From an optimization exercise on the open Yosys and OpenROAD flow, aimed at small area; shortcuts taken in it are not production practice.
Only simulation tests tie the RTL to the original design; equivalence was not proved.
Power and IR drop assume default switching activity. No driver is modelled on the clock port, so clocking that relies on it looks cheaper here than on a real chip.

===== flow/flow/run.sh =====
#!/bin/bash
# The standard layout (standard.sh: the standard flow's synthesis and ORFS steps) with
# three changes: the port buffers are the smallest buffer; floorplan removes
# synthesis buffers instead of sizing gates up against unbuffered nets; clock
# tree synthesis clusters up to 30 flip-flops per leaf buffer without dummy
# loads. The make output goes to flow_make.log; ORFS keeps each step's log
# under orfs/logs/.
set -euo pipefail
export BUFFER_PORTS_ARGS="-buffer_cell sky130_fd_sc_hd__buf_1"
export REMOVE_ABC_BUFFERS=1
export CTS_ARGS="-sink_clustering_enable -repair_clock_nets -sink_clustering_size 34 -sink_clustering_max_diameter 80 -dont_use_dummy_load"
bash standard.sh > flow_make.log 2>&1

===== flow/standard.sh =====
#!/bin/bash
# synth_recipe.tcl (not shown) runs the flow's synth.tcl, then flattens the netlist and writes it again
# the make line also repeats each setting of config.mk as NAME=value (left out here)
make -C /OpenROAD-flow-scripts/flow DESIGN_CONFIG=/design/flow/config.mk WORK_HOME=/design/flow/orfs CLKGATE_MAP_FILE= SYNTH_SCRIPT=/design/flow/synth_recipe.tcl "${@:-finish}"

===== flow/config.mk =====
export PLATFORM = sky130hd
export DESIGN_NAME = pulse_timing_top
export DESIGN_NICKNAME = pulse_timing_top
export VERILOG_FILES = /design/flow/design.v
export SDC_FILE = /design/flow/constraint.sdc
export NUM_CORES = 4
export LEC_CHECK = 0
export CAP_MARGIN = 20
export CORE_MARGIN = 2
export CORE_UTILIZATION = 60
export SLEW_MARGIN = 20

===== flow/constraint.sdc =====
create_clock -name core_clock -period 6.0 [get_ports {clk_pll}]
set_input_delay 1.2000 -clock core_clock [delete_from_list [all_inputs] [get_ports {clk_pll}]]
set_output_delay 1.2000 -clock core_clock [all_outputs]
set_load 0.01 [all_outputs]

===== flow/design.v =====
package pulse_pkg;
   typedef struct packed {
      logic [31:0] period;
      logic [31:0] sync_up;
      logic [31:0] p1width;
      logic [31:0] p2start;
      logic [31:0] att_down;
      logic [31:0] delay;
      logic [31:0] offres_delay;
      logic [6:0]  pp_pump;
      logic [6:0]  pp_probe;
      logic [6:0]  post_att;
      logic        offres_on;
   } pulse_timing_t;
   typedef struct packed {
      logic [3:0]  addr;
      logic [31:0] data;
   } host_wr_t;
   typedef struct packed {
      logic        sync_on;
      logic        pulse_on;
      logic [6:0]  att1;
      logic [6:0]  att3;
      logic        record_start;
      logic        frame_start;
   } pulse_out_t;
endpackage
`timescale 1ns/1ps
module timing_loader
(
   input  logic          clk_pll,
   input  logic          resetn,
   input  logic          host_valid,
   input  pulse_pkg::host_wr_t      host_wr,
   output logic          host_ready,
   output logic          commit,
   output pulse_pkg::pulse_timing_t shadow,
   input  logic [2:0]    used
);
   logic        wr_acc;
   logic [31:0] wdata;
   logic [7:0]  fld_en;
   assign host_ready = (used != 3'(4));
   assign wr_acc     = host_valid && host_ready;
   assign commit     = wr_acc && (host_wr.addr == 4'd8);
   assign wdata = resetn ? 32'd0 : host_wr.data;
   always_comb begin
      for (int k = 0; k < 8; k++)
         fld_en[k] = resetn || (wr_acc && (host_wr.addr == 4'(k)));
   end
   always_ff @(posedge clk_pll) begin
      if (fld_en[4'd0])   shadow.period       <= wdata;
      if (fld_en[4'd1])  shadow.sync_up      <= wdata;
      if (fld_en[4'd2])  shadow.p1width      <= wdata;
      if (fld_en[4'd3])  shadow.p2start      <= wdata;
      if (fld_en[4'd4]) shadow.att_down     <= wdata;
      if (fld_en[4'd5])    shadow.delay        <= wdata;
      if (fld_en[4'd6])   shadow.offres_delay <= wdata;
      if (fld_en[4'd7]) begin
         shadow.pp_pump      <= wdata[0 +: 7];
         shadow.pp_probe     <= wdata[7 +: 7];
         shadow.post_att     <= wdata[14 +: 7];
         shadow.offres_on    <= wdata[21] && !wdata[22];
      end
   end
endmodule
`timescale 1ns/1ps
module timing_fifo #(
   parameter int  WIDTH     = 1
) (
   input  logic     clk_pll,
   input  logic     resetn,
   input  logic     commit,
   input  logic [WIDTH-1:0] wdata,
   input  logic     wdata_pz,
   output logic     avail_next,
   output logic [WIDTH-1:0] mem0,
   output logic [WIDTH-1:0] mem1,
   output logic [WIDTH-1:0] mem2,
   output logic [WIDTH-1:0] mem3,
   output logic [3:0] rd_oh,
   output logic [3:0] rd_oh_next,
   output logic     head_pz,
   input  logic     pop,
   output logic [2:0] used
);
   logic [WIDTH-1:0] mem [4];
   logic [1:0] wr_ptr;
   logic [2:0] count;
   logic [2:0] count_next;
   logic [3:0] pz;
   logic       push;
   logic       credit_return;
   assign count_next = resetn ? 3'd0 : count + 3'(push) - 3'(pop);
   assign avail_next = (count_next != 3'd0);
   assign rd_oh_next = resetn ? 4'b0001 : pop ? {rd_oh[2:0], rd_oh[3]} : rd_oh;
   assign head_pz    = |(pz & rd_oh);
   assign mem0  = mem[0];
   assign mem1  = mem[1];
   assign mem2  = mem[2];
   assign mem3  = mem[3];
   assign used  = count + 3'(push) + 3'(credit_return);
   always_ff @(posedge clk_pll) begin
      if (commit) begin
         mem[wr_ptr] <= wdata;
         pz[wr_ptr]  <= wdata_pz;
      end
   end
   always_ff @(posedge clk_pll) begin
      rd_oh <= rd_oh_next;
      count <= count_next;
      if (resetn) begin
         wr_ptr        <= '0;
         push          <= 1'b0;
         credit_return <= 1'b0;
      end else begin
         if (commit) wr_ptr <= wr_ptr + 2'd1;
         push          <= commit;
         credit_return <= pop;
      end
   end
endmodule
`timescale 1ns/1ps
module pulse_sequencer
(
   input  logic          clk_pll,
   input  logic          resetn,
   input  logic          avail_next,
   input  logic [3:0]    rd_oh_next,
   input  logic          head_pz,
   input  pulse_pkg::pulse_timing_t mem0,
   input  pulse_pkg::pulse_timing_t mem1,
   input  pulse_pkg::pulse_timing_t mem2,
   input  pulse_pkg::pulse_timing_t mem3,
   output logic          pop,
   input  logic          pump,
   output pulse_pkg::pulse_out_t    pulse
);
   function automatic logic eq_sum(input logic [31:0] x, input logic [31:0] a,
                                   input logic [31:0] b);
      logic [31:0] t;
      logic ok;
      t  = a ^ b ^ x;
      ok = !t[0];
      for (int i = 1; i < 32; i++)
         ok = ok & (t[i] == ((a[i-1] & b[i-1]) | (t[i-1] & (a[i-1] ^ b[i-1]))));
      eq_sum = ok;
   endfunction
   localparam logic [31:0] A3_OFS = 32'd0 - 32'(30);
   pulse_pkg::pulse_timing_t cur;
   logic          armed;
   logic [31:0]   counter;
   logic          at_zero;
   logic          restart;
   logic          armed_next;
   logic          fe_next, fe_q;
   logic          pop_next;
   logic [31:0]   counter_inc;
   logic [3:0]    take;
   logic          hold;
   logic          offres_win;
   logic          lt_su, lt_p1, lt_p2, lt_ad, lt_a3, lt_oe, ge_rb, gt_od;
   logic          lt_su_q, lt_p1_q, lt_p2_q, lt_ad_q, lt_a3_q, lt_oe_q, ge_rb_q;
   logic          gt_od_q, eq_od_q;
   logic          le_p1, gt_ad;
   pulse_pkg::pulse_out_t    pulse_nxt;
   assign restart     = !armed || fe_q;
   assign counter_inc = counter + 32'd1;
   assign armed_next  = !resetn && (armed || pop);
   assign fe_next     = armed_next && (restart ? (pop ? head_pz : (cur.period == 32'd0))
                                               : (counter_inc == cur.period));
   assign pop_next    = avail_next && (!armed_next || fe_next);
   assign lt_su = (at_zero || lt_su_q) && (counter != cur.sync_up);
   assign lt_p1 = (at_zero || lt_p1_q) && (counter != cur.p1width);
   assign lt_p2 = (at_zero || lt_p2_q) && (counter != cur.p2start);
   assign lt_ad = (at_zero || lt_ad_q) && (counter != cur.att_down);
   assign lt_a3 = (at_zero || lt_a3_q) && !eq_sum(counter, cur.sync_up, A3_OFS);
   assign lt_oe = (at_zero || lt_oe_q) && !eq_sum(counter, cur.offres_delay, cur.p1width);
   assign ge_rb = (!at_zero && ge_rb_q) || eq_sum(counter, cur.sync_up, cur.delay);
   assign gt_od = !at_zero && (gt_od_q || eq_od_q);
   assign le_p1 = (at_zero || lt_p1_q) && !(&cur.p1width);
   assign gt_ad = !at_zero && !lt_ad_q;
   assign offres_win = cur.offres_on && gt_od && lt_oe;
   always_comb begin
      pulse_nxt = '0;
      if (armed) begin
         pulse_nxt.sync_on = lt_su;
         if (lt_p1)      pulse_nxt.pulse_on = pump;
         else if (lt_p2) pulse_nxt.pulse_on = 1'b0;
         else if (lt_su) pulse_nxt.pulse_on = 1'b1;
         else            pulse_nxt.pulse_on = offres_win;
         pulse_nxt.att1 = (le_p1 || gt_ad) ? cur.pp_pump : cur.pp_probe;
         pulse_nxt.att3 = (lt_a3 || gt_ad) ? cur.post_att : 7'd0;
         pulse_nxt.record_start = ge_rb && lt_ad;
         pulse_nxt.frame_start  = at_zero;
      end
   end
   always_ff @(posedge clk_pll) begin
      lt_su_q <= lt_su;
      lt_p1_q <= lt_p1;
      lt_p2_q <= lt_p2;
      lt_ad_q <= lt_ad;
      lt_a3_q <= lt_a3;
      lt_oe_q <= lt_oe;
      ge_rb_q <= ge_rb;
      gt_od_q <= gt_od;
      eq_od_q <= (counter == cur.offres_delay);
   end
   always_ff @(posedge clk_pll) begin
      if (resetn) begin
         armed   <= 1'b0;
         counter <= '0;
         at_zero <= 1'b1;
         pulse   <= '0;
      end else begin
         pulse <= pulse_nxt;
         if (pop) armed <= 1'b1;
         at_zero <= restart;
         if (restart) counter <= '0;
         else         counter <= counter_inc;
      end
   end
   always_ff @(posedge clk_pll) begin
      fe_q <= fe_next;
      pop  <= pop_next;
      take <= rd_oh_next & {4{pop_next}};
      hold <= !pop_next;
   end
   always_ff @(posedge clk_pll) begin
      cur <= (mem0 & {$bits(cur){take[0]}}) | (mem1 & {$bits(cur){take[1]}}) |
             (mem2 & {$bits(cur){take[2]}}) | (mem3 & {$bits(cur){take[3]}}) |
             (cur  & {$bits(cur){hold}});
   end
endmodule
`timescale 1ns/1ps
module pulse_timing_top
(
   input  logic       clk_pll,
   input  logic       resetn,
   input  logic       host_valid,
   input  logic [35:0] host_wr,
   output logic       host_ready,
   input  logic       pump,
   output logic [17:0] pulse
);
   logic          commit;
   pulse_pkg::pulse_timing_t shadow;
   logic [2:0]    used;
   logic          avail_next;
   logic          head_pz;
   logic [3:0]    rd_oh_next;
   pulse_pkg::pulse_timing_t mem0, mem1, mem2, mem3;
   logic [3:0]    rd_oh;
   logic          pop;
   timing_loader i_loader (
      .clk_pll    (clk_pll),
      .resetn     (resetn),
      .host_valid (host_valid),
      .host_wr    (host_wr),
      .host_ready (host_ready),
      .commit     (commit),
      .shadow     (shadow),
      .used       (used)
   );
   timing_fifo #(
      .WIDTH ($bits(shadow))
   ) i_fifo (
      .clk_pll (clk_pll),
      .resetn  (resetn),
      .commit  (commit),
      .wdata   (shadow),
      .wdata_pz (shadow.period == 32'd0),
      .avail_next (avail_next),
      .mem0    (mem0),
      .mem1    (mem1),
      .mem2    (mem2),
      .mem3    (mem3),
      .rd_oh   (rd_oh),
      .rd_oh_next (rd_oh_next),
      .head_pz (head_pz),
      .pop     (pop),
      .used    (used)
   );
   pulse_sequencer i_seq (
      .clk_pll (clk_pll),
      .resetn  (resetn),
      .avail_next (avail_next),
      .rd_oh_next (rd_oh_next),
      .head_pz (head_pz),
      .mem0    (mem0),
      .mem1    (mem1),
      .mem2    (mem2),
      .mem3    (mem3),
      .pop     (pop),
      .pump    (pump),
      .pulse   (pulse)
   );
endmodule

==> reports/qor.csv, run 1 <==
stage,metric,value,unit
floorplan,io pins,59,
hold_path,Worst Hold Path Cells,2,
worst_setup_path,critical path endpoint,i_fifo.mem[2][154],
detailed_routing,Final ANT Viol Nets,0,
worst_setup_path,R2R Path End,i_fifo.mem[2][154],
finish,Layout Nets,3508,
timing,Tcrit/Tclk final,0.688,
clock_network,Clock Sinks,1559,
placed_design,dpl hpwl,101000,um
logic_synthesis,Synth Area per Inst,16.8,um^2
worst_setup_path,crit end category,flip-flop,
worst_setup_path,FF-to-FF Start,i_fifo.push,
logic_synthesis,simple-gate portion of the synthesized area,0.0516,
worst_setup_path,reg2reg setup slack,1870,ps
logic_synthesis,post-synthesis adder-cell area fraction,0.0313,
finish,fin util,0.641,
finish,Finished Layout Cells,4615,
detailed_routing,DR WL/cell,33.2,um
global_routing,initial antenna violation count,4,
placed_design,port bufs,58,
outcome,status,no timing/DRC/antenna violations,
timing,RSZ-0062 raised after global routing,no,
placed_design,DP Area,0.0586,mm^2
flow_run,Max-Cap Viols,0,
global_routing,vias in the first global route,30200,
finish,Fill cells,6569,
logic_synthesis,Synth Cell Area,0.0568,mm^2
pwr,pwr dens,412,mW/mm^2
logic_synthesis,Post-synth EDFFs,1234,
timing,Final min period,4130,ps
worst_setup_path,critical path launch point,i_fifo.push,
logic_synthesis,Synth Area in XOR/XNOR,0.0441,
floorplan,FP Rows,112,
detailed_routing,1st-pass router iterations,10,
finish,Layout area overhead,5.62,%
finish,register area,0.0436,mm^2
global_routing,Total GRT Usage,0.314,
logic_synthesis,largest area contributor in the netlist,edfxtp_1,
floorplan,die footprint,0.0971,mm^2
worst_setup_path,Critical Path RT,6290,ps
logic_synthesis,sequential share of the synthesized area,0.767,
worst_setup_path,arrival time of the worst setup path,4420,ps
clock_network,setup bufs post-CTS,0,
logic_synthesis,largest family of logic cells by synthesized area,compound AO/OA/AOI/OAI gates,
timing,Worst-Margin Slew,1230,ps
clock_network,post-CTS sizing,0,
logic_synthesis,Synth Flop Type,edfxtp_1,
detailed_routing,WL final,153000,um
worst_setup_path,Startpoint Class,flip-flop,
hold_path,Hold Crit Class,reg2reg,
timing,Slew headroom,0.171,
logic_synthesis,Synth Area in Compound Gates,0.0857,
detailed_routing,Post-route DRC,0,
global_routing,largest net degree at the start of global routing,145,
placed_design,Cells after DPL,4558,
worst_setup_path,kind of critical path,reg2reg,
clock_network,CTS tree,done,
finish,final instance area,0.0600,mm^2
pwr,leakage power,0.0198,uW
pwr,peak supply drop,0.404,mV
detailed_routing,DR vias/cell,6.72,
timing,Hold Fails Final Rpt,0,
detailed_routing,via count,31000,
timing,Clock Skew,89.6,ps
finish,share of cells above drive strength 1,0.0455,
placed_design,placer congestion estimate,1.02,
global_routing,global-route wire length before repair,219000,um
floorplan,Die W,312,um
timing,"Slew Viols, Final",0,
timing,Fmax,242,MHz
floorplan,Starting Density,0.607,
pwr,Pwr Total,24700,uW
finish,multi-input logic area,0.0123,mm^2
detailed_routing,1st-iter DRT viols,5098,
logic_synthesis,mux cell area share after synthesis,0.00214,
timing,final hold slack,373,ps
logic_synthesis,post-synth top area share,0.652,
clock_network,deepest clock path buffer count,3,
clock_network,H-tree Lvls,2,
clock_network,clk latency of the worst-skew pair,730,ps
finish,Antenna diodes,0,
floorplan,CORE AREA,0.0936,mm^2
floorplan,Die H,312,um
global_routing,GRT overflow,0,
worst_setup_path,worst reg-to-reg path cell count,10,
worst_setup_path,Max Fanout on Critical Path,59,
logic_synthesis,Yosys reg bits,1559,
logic_synthesis,asr flop ratio synth,0,
clock_network,Clock Tree Root,clkbuf_16,
clock_network,CTS Hold Bufs,0,
logic_synthesis,count of cell types in the netlist,67,
clock_network,total CTS buffers,57,
clock_network,Clock transition at path regs,120,ps
timing,Final setup viols,0,
logic_synthesis,Cells after Synth,3373,
logic_synthesis,Ys Warns,3,
logic_synthesis,"top cells by area, synth","edfxtp_1, dfxtp_1, a222oi_1, a22oi_1, xnor2_1",
-- flip-flops by register name, summed over array words and instances (netlist names), 2 cells and up --
name and flops:
i_seq.cur 246, i_fifo.wr_ptr 2, i_seq.pulse 18, i_seq.counter 32, i_fifo.pz 4, i_fifo.count 3
i_seq.take 4, i_fifo.rd_oh 4, i_loader.shadow 246, i_fifo.mem 984
-- power by group --
part	total [uW]	switching, uW	internal [uW]
Sequential	14700	1940	12800
Clock	4650	2940	1710
Combinational	5370	3140	2230
Total	24700	8020	16700
-- placed cells by master, fill, tap and decap left out, types with 62 or more instances in the layout --
master	synthesis	final
nor2_1	74	72
dfxtp_1	325	320
a22oi_1	248	248
fa_1	62	62
nand2_1	269	269
xnor2_1	167	167
edfxtp_1	1234	1234
nand4_1	72	72
a222oi_1	246	246
inv_1	71	71
xor2_1	101	101
-- how the worst min path moves through the flow --
stage	endpoint	startpoint	slack [ps]
after floorplan	i_seq.cur[1]	i_seq.cur[1]	430
after global placement	i_seq.cur[171]	i_fifo.mem[3][171]	430
after detailed placement	i_seq.cur[231]	i_fifo.mem[3][231]	440
after CTS	i_seq.cur[231]	i_fifo.mem[3][231]	380
after global routing	i_seq.cur[231]	i_fifo.mem[3][231]	420
final	i_seq.cur[231]	i_fifo.mem[3][231]	370
-- per-layer routing --
| metal | global-route usage | up-vias | part of all wire |
|---|---|---|---|
| met5 | 0 | - | 0.000085 |
| met4 | 0.0727 | 2 | 0.025 |
| met3 | 0.0467 | 182 | 0.088 |
| met2 | 0.500 | 1721 | 0.48 |
| met1 | 0.465 | 15900 | 0.41 |
| li1 | - | 13200 | - |
-- synth_stat cells (4+ instances only) --
master,instances
fa_1,62
a22oi_1,248
xor2_1,101
or4_1,5
xnor3_1,7
or3_1,7
ha_1,43
buf_2,14
xnor2_1,167
nor2_1,74
and2_1,12
nand2_1,269
nand4_1,72
nor3_1,12
buf_4,7
nand3_1,23
mux2i_1,11
a21o_1,4
inv_1,71
nand2b_1,4
a31oi_1,10
buf_6,4
and3_1,6
and4_1,7
edfxtp_1,1234
clkbuf_1,144
buf_1,14
a222oi_1,246
nor2b_1,41
a21oi_1,23
nor4_1,47
dfxtp_1,325
o21ai_0,10
-- area by class of cell --
cell class	instances	share of cell area
multi-input combinational	1558	0.204
clock buffer	57	0.0238
timing repair buffer	115	0.0147
tap	1254	0.0262
sequential	1559	0.726
inverter	72	0.00450
-- per-stage QoR --
stage | setup TNS (ps) | setup WS [ps]
finish | 0 | 1870
global route | 0 | 1680
CTS | 0 | 1920
detailed placement | 0 | 1980
global placement | 0 | 1950
floorplan | -2194520 | -2230
-- worst max-delay path, cell delays in order (launching register included) --
cell and delay (ps):
dfxtp_1 330, ha_1 320, ha_1 200, ha_1 210
xnor2_1 150, or3_1 160, nand2_1 90, nor3_1 260
and3b_1 540, and2_4 920, buf_12 380
-- logic make-up after synthesis --
logic type      Yosys count
mux                      12
flops                  1559
buf+inv                 256
simple gates            594
fa+ha+maj               105
compound gates          572
xor+xnor                275
==> run 2, diff against run 1 <==
--- a/flow/design.v
+++ b/flow/design.v
@@ -102,6 +102,14 @@
    assign used  = count + 3'(push) + 3'(credit_return);
+   logic [3:0] load;
+   logic [3:0] keep;
    always_ff @(posedge clk_pll) begin
-      if (commit) begin
-         mem[wr_ptr] <= wdata;
-         pz[wr_ptr]  <= wdata_pz;
+      for (int k = 0; k < 4; k++) begin
+         load[k] <= !resetn && commit && (wr_ptr == 2'(k));
+         keep[k] <= !(!resetn && commit && (wr_ptr == 2'(k)));
+      end
+   end
+   always_ff @(posedge clk_pll) begin
+      for (int k = 0; k < 4; k++) begin
+         mem[k] <= (wdata & {WIDTH{load[k]}}) | (mem[k] & {WIDTH{keep[k]}});
+         pz[k]  <= (wdata_pz & load[k]) | (pz[k] & keep[k]);
       end
==> flow/flow/run.sh (replaced) <==
#!/bin/bash
# The standard layout (standard.sh: the standard flow's synthesis and ORFS steps) with
# three changes: the port buffers are the smallest buffer; floorplan removes
# synthesis buffers instead of sizing gates up against unbuffered nets; clock
# tree synthesis clusters up to 28 flip-flops per leaf buffer without dummy
# loads. The make output goes to flow_make.log; ORFS keeps each step's log
# under orfs/logs/.
set -euo pipefail
export BUFFER_PORTS_ARGS="-buffer_cell sky130_fd_sc_hd__buf_1"
export REMOVE_ABC_BUFFERS=1
export CTS_ARGS="-sink_clustering_enable -repair_clock_nets -sink_clustering_size 28 -sink_clustering_max_diameter 80 -dont_use_dummy_load"
bash standard.sh > flow_make.log 2>&1
--- a/flow/config.mk
+++ b/flow/config.mk
@@ -9,3 +9,5 @@
 export CORE_MARGIN = 2
-export CORE_UTILIZATION = 60
+export CORE_UTILIZATION = 40
+export CTS_CLUSTER_DIAMETER = 100
+export CTS_CLUSTER_SIZE = 30
 export SLEW_MARGIN = 20
==> reports/qor.csv, run 2 <==
stage,metric,value,unit,change
timing,Worst-Margin Slew,1250,ps,+15.9 ps
finish,final instance area,0.0599,mm^2,about the same
worst_setup_path,reg2reg setup slack,2430,ps,+560 ps
logic_synthesis,top post-synthesis cells by count,"dfxtp_1, a22o_1, clkbuf_1, nand2_1, a22oi_1",,
global_routing,GRT overflow,0,,unchanged
worst_setup_path,family with the most delay on the worst path,simple AND/OR/NAND/NOR gates,,
pwr,Net Sw Frac,0.356,,+0.0311
outcome,status,no timing/DRC/antenna violations,,
pwr,pwr dens,438,mW/mm^2,+6.2%
worst_setup_path,worst path cell trace,nand4_1 > nor2_1 > nand4_2 > a221oi_1 > nand4_1 > a2111oi_4 > nand4_4 > o21a_1,,
clock_network,total CTS buffers,69,,+21%
logic_synthesis,post-synth top area share,0.467,,-0.185
placed_design,dpl hpwl,110000,um,+8.7%
hold_path,Hold Crit Class,reg2reg,,
flow_run,Max-Cap Viols,0,,unchanged
detailed_routing,DR WL/cell,29.5,um,-11%
finish,Layout area overhead,5.93,%,
detailed_routing,M1 wire length,85800,um,+36%
floorplan,CORE AREA,0.141,mm^2,+51%
timing,Clock Skew,64.5,ps,-25.1 ps
logic_synthesis,sequential share of the synthesized area,0.598,,-0.169
worst_setup_path,CP most frequent cell,nand4_1,,
floorplan,die footprint,0.145,mm^2,+49%
floorplan,FP Rows,138,,+23%
pwr,P_int,16900,uW,+1.2%
worst_setup_path,critical path launch point,i_seq.counter[16],,
detailed_routing,via count,39500,,+27%
logic_synthesis,Synth Cell Area,0.0566,mm^2,-0.37%
floorplan,Die W,380,um,+22%
finish,share of cells above drive strength 1,0.0395,,-0.00605
pwr,P_sw,9330,uW,+16%
worst_setup_path,critical path's slowest cell,dfxtp_1,,
global_routing,largest net degree at the start of global routing,154,,+6.2%
global_routing,initial antenna violation count,6,,+2
pwr,leakage power,0.0223,uW,+13%
finish,top flop regs,"i_fifo.mem x984, i_loader.shadow x246, i_seq.cur x246",,
timing,setup TNS,0,ps,unchanged
floorplan,io pins,59,,unchanged
placed_design,placer congestion estimate,1.01,,-0.86%
logic_synthesis,largest area contributor in the netlist,dfxtp_1,,
finish,Layout Nets,4503,,+28%
logic_synthesis,count of cell types in the netlist,74,,+10%
worst_setup_path,R2R Path End,i_seq.hold,,
floorplan,Starting Density,0.401,,-0.206
worst_setup_path,FF-to-FF Start,i_seq.counter[16],,
logic_synthesis,Synth Area per Inst,12.3,um^2,-27%
detailed_routing,WL final,184000,um,+20%
timing,Fmax,280,MHz,+16%
clock_network,post-CTS sizing,0,,unchanged
detailed_routing,1st-iter DRT viols,5670,,+11%
timing,Final setup viols,0,,unchanged
detailed_routing,uppermost layer routed,met5,,
pwr,peak supply drop,0.235,mV,-42%
worst_setup_path,"Largest stage delay, worst path",720,ps,-200 ps
clock_network,Clock Sinks,1567,,+0.51%
finish,max reg flops,984,,unchanged
logic_synthesis,Ys Warns,4,,+1
clock_network,Clock Tree Root,clkbuf_16,,
finish,Antenna diodes,0,,unchanged
detailed_routing,1st-pass router iterations,10,,unchanged
worst_setup_path,crit end category,flip-flop,,
timing,"Slew Viols, Final",0,,unchanged
clock_network,deepest clock path buffer count,3,,unchanged
logic_synthesis,"top cells by area, synth","dfxtp_1, a22o_1, edfxtp_1, a222oi_1, a22oi_1",,
timing,Final min period,3570,ps,-562 ps
logic_synthesis,Synth Flop Type,dfxtp_1,,
clock_network,setup bufs post-CTS,0,,unchanged
detailed_routing,metal2 WL,79900,um,+9.5%
logic_synthesis,top-count cell post-synth,dfxtp_1,,
logic_synthesis,asr flop ratio synth,0,,unchanged
worst_setup_path,critical path endpoint,i_seq.hold,,
floorplan,Die H,380,um,+22%
worst_setup_path,Max Fanout on Critical Path,11,,-81%
worst_setup_path,worst reg-to-reg path cell count,8,,-2
detailed_routing,Final ANT Viol Nets,0,,unchanged
detailed_routing,DR vias/cell,6.32,,-6.0%
global_routing,Total GRT Usage,0.245,,-0.0689
pwr,clock share of power,0.202,,+0.014
finish,most frequent cells in the layout,"dfxtp_1, a22o_1, nand2_1",,
worst_setup_path,"Buf+Inv Stages, Crit Path",0,,-1
clock_network,CTS Hold Bufs,0,,unchanged
timing,Tcrit/Tclk final,0.594,,-0.0937
worst_setup_path,stages on the worst setup path,8,,-2
placed_design,DP Area,0.0582,mm^2,-0.59%
logic_synthesis,Post-synth EDFFs,246,,-80%
clock_network,Clock transition at path regs,110,ps,about the same
timing,Hold Fails Final Rpt,0,,unchanged
clock_network,clk latency of the worst-skew pair,720,ps,about the same
worst_setup_path,Startpoint Class,flip-flop,,
global_routing,global-route wire length before repair,270000,um,+23%
worst_setup_path,arrival time of the worst setup path,4190,ps,-230 ps
detailed_routing,WL met3,14600,um,+7.7%
worst_setup_path,Critical Path RT,6620,ps,+330 ps
detailed_routing,Post-route DRC,0,,unchanged
logic_synthesis,Cells after Synth,4583,,+36%
clock_network,CTS tree,done,,
finish,most flop-heavy register,i_fifo.mem,,
worst_setup_path,kind of critical path,reg2reg,,
placed_design,port bufs,58,,unchanged
finish,"commonest non-fill, non-tap cell in the layout",dfxtp_1,,
logic_synthesis,Yosys reg bits,1567,,+0.51%
timing,RSZ-0062 raised after global routing,no,,
timing,Slew headroom,0.168,,-0.00304
pwr,Gate power share,0.244,,+0.027
clock_network,H-tree Lvls,3,,+1
pwr,Seq pwr share,0.553,,-0.042
global_routing,vias in the first global route,37300,,+23%
-- run 2: logic make-up after synthesis --
logic type / share of synthesized area
flip-flops: 0.598
AO/OA/AOI/OAI: 0.239
AND/OR/NAND/NOR: 0.0535
buffers and inverters: 0.0331
XOR/XNOR: 0.0427
adder cells (fa/ha/maj): 0.0312
multiplexers: 0.00212
-- run 2: cell type report --
class | instances | area [um^2]
sequential | 1567 | 33900
fill | 13000 | 81100
inverter | 67 | 251
timing repair buffer | 103 | 769
multi-input combinational | 2551 | 21000
tap | 1890 | 2360
clock buffer | 69 | 1730
-- run 2: worst min path at each step --
stage	startpoint	to	slack (ps)	depth (start not counted)
floorplan	i_seq.cur[1]	i_seq.cur[1]	430	2
global placement	i_seq.cur[3]	i_seq.pulse[4]	440	1
detailed placement	i_seq.cur[3]	i_seq.pulse[4]	450	1
CTS	i_fifo.mem[2][112]	i_seq.cur[112]	410	2
global route	i_fifo.mem[2][112]	i_seq.cur[112]	470	2
finish	i_fifo.mem[2][112]	i_seq.cur[112]	410	2
-- run 2: tightest hold or removal path, delay by kind of cell (launching register included) --
| family | cells | cell delay, ps |
|---|---|---|
| flops | 1 | 320 |
| compound gates | 1 | 60 |
| simple gates | 1 | 60 |
-- run 2: stage by stage --
stage	util	hold slack (ps)	setup WS, ps	power, uW	cells
after floorplan	-	430	903	17500	4185
after global placement	0.413	442	2400	20900	6178
after detailed placement	0.413	448	2340	20900	6178
after CTS	0.425	414	2400	26200	6247
after global routing	0.425	466	2190	27100	6247
final	0.425	411	2430	26200	6247
-- run 2: power groups by stage --
stage | sequential (uW) | clock [uW] | combinational (uW)
2_1_floorplan | 13600 | 0 | 3870
3_3_place_gp | 14600 | 0 | 6280
3_5_place_dp | 14600 | 0 | 6300
4_1_cts | 14400 | 5410 | 6320
5_1_grt | 14600 | 5740 | 6790
6_report | 14500 | 5310 | 6410
-- run 2: layer usage --
metal,vias to the layer above,global-route usage
li1,17200,-
met1,20300,0.377
met2,1818,0.364
met3,177,0.0334
met4,4,0.0533
met5,-,0
==> run 3, diff against run 2 <==
==> flow/flow/run.sh (replaced) <==
#!/bin/bash
# The standard layout (standard.sh: the standard flow's synthesis and ORFS steps) with
# three changes: the port buffers are the smallest buffer; floorplan removes
# synthesis buffers instead of sizing gates up against unbuffered nets; clock
# tree synthesis clusters up to 26 flip-flops per leaf buffer without dummy
# loads. The make output goes to flow_make.log; ORFS keeps each step's log
# under orfs/logs/.
set -euo pipefail
export BUFFER_PORTS_ARGS="-buffer_cell sky130_fd_sc_hd__buf_1"
export REMOVE_ABC_BUFFERS=1
export CTS_ARGS="-sink_clustering_enable -repair_clock_nets -sink_clustering_size 26 -sink_clustering_max_diameter 100 -dont_use_dummy_load"
bash standard.sh > flow_make.log 2>&1
==> reports/qor.csv, run 3 <==
stage,metric,value,unit,change
pwr,leakage power,0.0223,uW,+0.11%
timing,Final min period,3580,ps,+16.0 ps
logic_synthesis,Synth Cell Area,0.0566,mm^2,unchanged
timing,Hold Fails Final Rpt,0,,unchanged
logic_synthesis,post-synth top area share,0.467,,unchanged
logic_synthesis,"top cells by area, synth","dfxtp_1, a22o_1, edfxtp_1, a222oi_1, a22oi_1",,
global_routing,global-route wire length before repair,270000,um,+0.15%
global_routing,vias in the first global route,37300,,-0.029%
logic_synthesis,top-count cell post-synth,dfxtp_1,,
placed_design,Cells after DPL,6178,,unchanged
pwr,pwr dens,439,mW/mm^2,+0.24%
placed_design,port bufs,58,,unchanged
finish,Layout area overhead,6.02,%,about the same
placed_design,placer congestion estimate,1.01,,unchanged
clock_network,clk latency of the worst-skew pair,730,ps,about the same
timing,Worst-Margin Slew,1130,ps,-121 ps
logic_synthesis,largest area contributor in the netlist,dfxtp_1,,
global_routing,initial antenna violation count,5,,-1
floorplan,CORE AREA,0.141,mm^2,unchanged
outcome,status,no timing/DRC/antenna violations,,
clock_network,Clock Tree Root,clkbuf_16,,
logic_synthesis,sequential share of the synthesized area,0.598,,unchanged
floorplan,Die H,380,um,unchanged
logic_synthesis,count of cell types in the netlist,74,,unchanged
hold_path,Worst Hold Path Cells,2,,unchanged
finish,top flop regs,"i_fifo.mem x984, i_loader.shadow x246, i_seq.cur x246",,
worst_setup_path,worst reg-to-reg path cell count,8,,unchanged
timing,Tcrit/Tclk final,0.597,,+0.00267
finish,Antenna diodes,0,,unchanged
logic_synthesis,top post-synthesis cells by count,"dfxtp_1, a22o_1, clkbuf_1, nand2_1, a22oi_1",,
timing,Clock Skew,60.8,ps,-3.64 ps
detailed_routing,1st-iter DRT viols,5348,,-5.7%
logic_synthesis,Synth Flop Type,dfxtp_1,,
worst_setup_path,crit end category,flip-flop,,
detailed_routing,DR WL/cell,29.5,um,+0.10%
finish,most frequent cells in the layout,"dfxtp_1, a22o_1, nand2_1",,
hold_path,Hold Crit Class,reg2reg,,
timing,RSZ-0062 raised after global routing,no,,
timing,"Slew Viols, Final",0,,unchanged
clock_network,H-tree Lvls,3,,unchanged
floorplan,Starting Density,0.401,,unchanged
worst_setup_path,Max Fanout on Critical Path,11,,unchanged
detailed_routing,Final ANT Viol Nets,0,,unchanged
placed_design,dpl hpwl,110000,um,unchanged
pwr,peak supply drop,0.239,mV,+1.4%
placed_design,Setup WS pre-CTS,2340,ps,unchanged
flow_run,Max-Cap Viols,0,,unchanged
logic_synthesis,Post-synth EDFFs,246,,unchanged
logic_synthesis,Ys Warns,4,,unchanged
floorplan,FP Rows,138,,unchanged
detailed_routing,via count,39500,,+0.17%
finish,Layout Nets,4505,,+0.044%
worst_setup_path,kind of critical path,reg2reg,,
clock_network,CTS tree,done,,
clock_network,total CTS buffers,71,,+2.9%
placed_design,DP Area,0.0582,mm^2,unchanged
global_routing,GRT overflow,0,,unchanged
timing,setup TNS,0,ps,unchanged
finish,Finished Layout Cells,6249,,+0.032%
floorplan,die footprint,0.145,mm^2,unchanged
clock_network,CTS Hold Bufs,0,,unchanged
logic_synthesis,asr flop ratio synth,0,,unchanged
clock_network,post-CTS sizing,0,,unchanged
logic_synthesis,Synth Area per Inst,12.3,um^2,unchanged
finish,max reg flops,984,,unchanged
floorplan,io pins,59,,unchanged
clock_network,Clock Sinks,1567,,unchanged
worst_setup_path,Startpoint Class,flip-flop,,
finish,Fill cells,13000,,-0.084%
detailed_routing,DR vias/cell,6.33,,+0.14%
clock_network,Clock transition at path regs,100,ps,about the same
clock_network,deepest clock path buffer count,3,,unchanged
clock_network,setup bufs post-CTS,0,,unchanged
detailed_routing,1st-pass router iterations,8,,-2
logic_synthesis,Yosys reg bits,1567,,unchanged
timing,Final setup viols,0,,unchanged
logic_synthesis,Cells after Synth,4583,,unchanged
finish,final instance area,0.0600,mm^2,about the same
timing,Slew headroom,0.249,,+0.0808
worst_setup_path,Critical Path RT,6610,ps,about the same
finish,share of cells above drive strength 1,0.0399,,+0.000441
timing,Setup WS post-layout,2420,ps,-16.0 ps
global_routing,Total GRT Usage,0.246,,+0.000684
detailed_routing,WL final,185000,um,+0.14%
finish,most flop-heavy register,i_fifo.mem,,
finish,"commonest non-fill, non-tap cell in the layout",dfxtp_1,,
floorplan,Die W,380,um,unchanged
timing,Fmax,279,MHz,-0.45%
worst_setup_path,arrival time of the worst setup path,4190,ps,about the same
global_routing,largest net degree at the start of global routing,154,,unchanged
detailed_routing,Post-route DRC,0,,unchanged
==> run 3: cell count changes in the layout (fill, tap and decap cells not counted), sizes merged <==
cell    previous run  this run
clkbuf            69        71
==> run 3: cell type report <==
class	instances	area [um^2]	share of cell area
inverters	67	251	0.00419
well taps	1890	2360	0.0394
multi-input cells	2551	21000	0.349
clock buffers	71	1780	0.0296
repair buffers	103	769	0.0128
flip-flops and latches	1567	33900	0.565
==> run 3: path summary, 6_finish.rpt <==
| check | to | startpoint | slack (ps) |
|---|---|---|---|
| worst max-delay path | i_seq.hold | i_seq.counter[16] | 2420 |
| worst min-delay path | i_seq.cur[230] | i_fifo.mem[3][230] | 450 |
| worst max register to register | i_seq.hold | i_seq.counter[16] | 2420 |
| worst min register to register | i_seq.cur[230] | i_fifo.mem[3][230] | 450 |
==> run 3: layer usage <==
metal  wire (um)  GRT usage  up-vias
li1            -          -    17200
met1       84700      0.376    20200
met2       80000      0.361     1894
met3       15300     0.0386      206
met4        4540     0.0598        2
met5          20          0        -
==> run 3: stage by stage <==
stage,total power (uW),hold slack [ps],util
final,26300,449,0.425
after global placement,20900,442,0.413
after floorplan,17500,430,-
after global routing,27200,474,0.425
after CTS,26200,450,0.425
after detailed placement,20900,448,0.413
==> run 3: worst max-delay path, cell delays in order (launching register included) <==
cell       delay (ps)
dfxtp_1           710
nand4_1           360
nor2_1            610
nand4_2           240
a221oi_1          510
nand4_1           230
a2111oi_4         410
nand4_4           220
o21a_1            220
==> run 3: cells by family after synthesis <==
kind of cell	share of synthesized area
DFF	0.598
AOI/OAI and AO/OA	0.239
and+or+nand+nor	0.0535
buffers and inverters	0.0331
xor gates and xnor gates	0.0427
adders and majority gates	0.0312
muxes	0.00212
==> run 3: report_power, final <==
| group | total [uW] | switching, uW | internal [uW] |
|---|---|---|---|
| clock network | 5390 | 3250 | 2140 |
| logic | 6420 | 3780 | 2640 |
| registers | 14500 | 2320 | 12200 |
| total | 26300 | 9350 | 17000 |

-- static timing again, ports no longer ideal --
The results above use ideal ports. As a check the final layouts listed here were re-extracted and re-timed, cells and wires unchanged. Step 1 assumes that a clkbuf_16 drives the clock port and a buf_2 every other input. Step 2 times the ports against the registers' clock, not the clock port: input delays grow and output delays shrink by t, the midpoint of the rising clock arrivals with the driver on. Slacks: ideal / step 1 / step 2; pairs: ideal / step 1.
run | shift t [ns] | setup slack, ns | worst setup path at the end | clock arrival spread, ns | worst data-port slew with drivers (ns)
run 1 | 0.760 | 1.872 / 1.872 / 1.872 | register to register | 0.091 / 0.091 | 0.04
run 2 | 0.758 | 2.434 / 2.406 / 2.294 | input to register | 0.067 / 0.067 | 0.06
run 3 | 0.783 | 2.418 / 2.368 / 2.283 | input to register | 0.070 / 0.070 | 0.05
After both steps every run listed still meets setup and hold. The setup slack of run 2, which loses most, moves by -0.028 ns with the drivers and by -0.140 ns with both steps.
